From an optimization exercise on the open Yosys and OpenROAD flow, aimed at a short achievable clock period and few clock cycles per item; shortcuts taken in it are not production practice.

Setup of JK:
## lc4_superscalar
module lc4_superscalar #(
   parameter lc4_pkg::word_t RESET_PC = 16'h8200
) (
   input  logic              gwe,
   input  logic              i_rst,
   output lc4_pkg::word_t    o_cur_pc,
   input  lc4_pkg::word_t    i_insn_a,
   input  lc4_pkg::word_t    i_insn_b,
   output logic              o_wb_we_a,
   output lc4_pkg::reg_sel_t o_wb_rd_a,
   output lc4_pkg::word_t    o_wb_data_a,
   output lc4_pkg::word_t    o_wb_pc_a,
   output logic              o_wb_we_b,
   output lc4_pkg::reg_sel_t o_wb_rd_b,
   output lc4_pkg::word_t    o_wb_data_b,
   output lc4_pkg::word_t    o_wb_pc_b
);
export LEC_CHECK = 0
export ABC_AREA = 1
export ABC_CLOCK_PERIOD_IN_PS = 1800
export CAP_MARGIN = 20
export CORE_MARGIN = 2
export CORE_UTILIZATION = 40
export SETUP_SLACK_MARGIN = 3.2
export SLEW_MARGIN = 20
create_clock -name core_clock -period 5.0 [get_ports {gwe}]
run.sh (not shown) runs the stock make flow with config.mk's settings and CLKGATE_MAP_FILE= SYNTH_SCRIPT=/design/flow/synth_recipe.tcl, a recipe that flattens the netlist after the stock synthesis.
> inputs changed (JK -> MS)
-- flow/design.v --
<<< JK, line 121
);
   lc4_pkg::word_t regs [0:lc4_pkg::NUM_REGS-1];
   lc4_pkg::word_t view [0:lc4_pkg::NUM_REGS-1];    
   always_comb begin
      for (int i = 0; i < lc4_pkg::NUM_REGS; i++) begin
         if (i_wmask_b[i])      view[i] = i_wdata_b;
         else if (i_wmask_a[i]) view[i] = i_wdata_a;
         else                   view[i] = regs[i];
      end
   end
   function automatic logic [15:0] rd_oh(input logic [7:0] sel);
      rd_oh = '0;
      for (int i = 0; i < lc4_pkg::NUM_REGS; i++) begin
         rd_oh = rd_oh | ({16{sel[i]}} & view[i]);
      end
   endfunction
>>> MS, line 121
);
   lc4_pkg::word_t regs [0:lc4_pkg::NUM_REGS-1];
   function automatic logic [15:0] rd_oh(input logic [7:0] sel);
      rd_oh = '0;
      for (int i = 0; i < lc4_pkg::NUM_REGS; i++) begin
         rd_oh = rd_oh | ({16{sel[i]}} & regs[i]);
      end
   endfunction
<<< JK, line 143
   always_ff @(posedge gwe) begin
      for (int i = 0; i < lc4_pkg::NUM_REGS; i++) begin
         if (i_rst) regs[i] <= '0;
         else       regs[i] <= view[i];
      end
   end
>>> MS, line 135
   always_ff @(posedge gwe) begin
      for (int i = 0; i < lc4_pkg::NUM_REGS; i++) begin
         if (i_rst)             regs[i] <= '0;
         else if (i_wmask_b[i]) regs[i] <= i_wdata_b;
         else if (i_wmask_a[i]) regs[i] <= i_wdata_a;
      end
   end
<<< JK, line 299
                                       input logic [7:0] s2, input logic [7:0] s3,
                                       input logic inv);
      if (s[0])      pick = s0 ^ {8{inv}};
      else if (s[1]) pick = s1 ^ {8{inv}};
      else if (s[2]) pick = s2 ^ {8{inv}};
      else if (s[3]) pick = s3 ^ {8{inv}};
      else           pick = v;
   endfunction
   logic [7:0]       r_wmask_a, r_wmask_b;
>>> MS, line 292
                                       input logic [7:0] s2, input logic [7:0] s3,
                                       input logic inv);
      logic [3:0] sp, sn;
      sp = s & {4{!inv}};
      sn = s & {4{inv}};
      pick = ({8{sp[0]}} & s0) | ({8{sn[0]}} & ~s0) | ({8{sp[1]}} & s1) | ({8{sn[1]}} & ~s1) |
             ({8{sp[2]}} & s2) | ({8{sn[2]}} & ~s2) | ({8{sp[3]}} & s3) | ({8{sn[3]}} & ~s3) |
             ({8{s == 4'b0}} & v);
   endfunction
   logic [7:0]       r_wmask_a, r_wmask_b;
<<< JK, line 329
   assign rf1 = {rf_rs_b, rf_rs_a};
   assign rf2 = {rf_rt_b, rf_rt_a};
   always_comb begin
      for (int L = 0; L < 2; L++) begin
         if (cnst[L])                      v1[L] = 16'h0000;
         else if (L == 1 && b_rs_const)    v1[L] = imm[0];
         else                              v1[L] = rf1[L];
         if (!rt_re[L])                    v2[L] = imm[L];
         else if (L == 1 && b_rt_const)    v2[L] = imm[0];
         else                              v2[L] = rf2[L];
         v1[L] = v1[L] ^ {16{sub[L]}};      
      end
>>> MS, line 323
   assign rf1 = {rf_rs_b, rf_rs_a};
   assign rf2 = {rf_rt_b, rf_rt_a};
   function automatic logic [15:0] rfwd(input logic [7:0] oh, input logic [15:0] v,
                                        input logic [7:0] ma, input logic [15:0] da,
                                        input logic [7:0] mb, input logic [15:0] db);
      if (|(oh & mb))      rfwd = db;
      else if (|(oh & ma)) rfwd = da;
      else                 rfwd = v;
   endfunction
   always_comb begin
      for (int L = 0; L < 2; L++) begin
         if (cnst[L])                      v1[L] = 16'h0000;
         else if (L == 1 && b_rs_const)    v1[L] = imm[0];
         else                              v1[L] = rfwd(rs_oh[L], rf1[L], r_wmask_a, w_data_a, r_wmask_b, w_data_b);
         if (!rt_re[L])                    v2[L] = imm[L];
         else if (L == 1 && b_rt_const)    v2[L] = imm[0];
         else                              v2[L] = rfwd(rt_oh[L], rf2[L], r_wmask_a, w_data_a, r_wmask_b, w_data_b);
         v1[L] = v1[L] ^ {16{sub[L]}};      
      end
<<< JK, line 383
                                         input logic [1:0][7:0] elo2, input logic [1:0][7:0] lo3,
                                         input logic inv);
      if (k[POWN])     cap_ll = elo_now[0] ^ {8{inv}};
      else if (k[L1B]) cap_ll = llo_now[1] ^ {8{inv}};
      else if (k[L1A]) cap_ll = llo_now[0] ^ {8{inv}};
      else if (k[E1B]) cap_ll = elo2[1] ^ {8{inv}};
      else if (k[E1A]) cap_ll = elo2[0] ^ {8{inv}};
      else if (k[L2B]) cap_ll = lo3[1] ^ {8{inv}};
      else if (k[L2A]) cap_ll = lo3[0] ^ {8{inv}};
      else             cap_ll = v;
   endfunction
   always_ff @(posedge gwe) begin
>>> MS, line 384
                                         input logic [1:0][7:0] elo2, input logic [1:0][7:0] lo3,
                                         input logic inv);
      logic [6:0] s, sp, sn;
      logic [6:0][7:0] x;
      s  = {k[POWN], k[L1B], k[L1A], k[E1B], k[E1A], k[L2B], k[L2A]};
      x  = {elo_now[0], llo_now[1], llo_now[0], elo2[1], elo2[0], lo3[1], lo3[0]};
      sp = s & {7{!inv}};
      sn = s & {7{inv}};
      cap_ll = {8{s == 7'b0}} & v;
      for (int i = 0; i < 7; i++) begin
         cap_ll = cap_ll | ({8{sp[i]}} & x[i]) | ({8{sn[i]}} & ~x[i]);
      end
   endfunction
   always_ff @(posedge gwe) begin
Findings:
- Relative to JK, global-route usage has gone up in MS.
- MS ended with less logic depth of the worst register-to-register path than JK.
- Comparing overall die area for JK and MS, the smaller number came from MS.
- Relative to JK, first-pass GRT wire length has gone up in MS.
- In the tables for JK and MS, wire length the detailed router placed on met1 reads lower with JK.
- Summary of the comparison: average cell area after synthesis is higher in MS, relative to JK.
No functional check of the RTL was part of any run of this note.

## re-timing with driven ports
In the flow no input, the clock included, has a driving cell. The finished layouts below were timed again as built, in two steps.
Step 1, drivers: a clkbuf_16 drives gwe and a buf_2 each remaining input, both assumed.
Step 2 adds t to the input delays and takes it off the output delays; t is the mean of the earliest and latest rising clock arrival at the registers after step 1. Input paths then give back, and output paths get back, about the clock's delay inside the block.
Slacks: no drivers / after step 1 / after step 2; pairs: no drivers / after step 1.
run	t (ns)	setup WS [ns]	slew at the worst register clock pin (ns)
JK	0.763	2.458 / 2.458 / 2.249	0.07 / 0.07
MS	0.777	2.499 / 2.499 / 1.957	0.07 / 0.07
After both steps every run listed still meets setup and hold. The setup slack of MS, which loses most, moves by 0.000 ns with the drivers and by -0.542 ns with both steps.
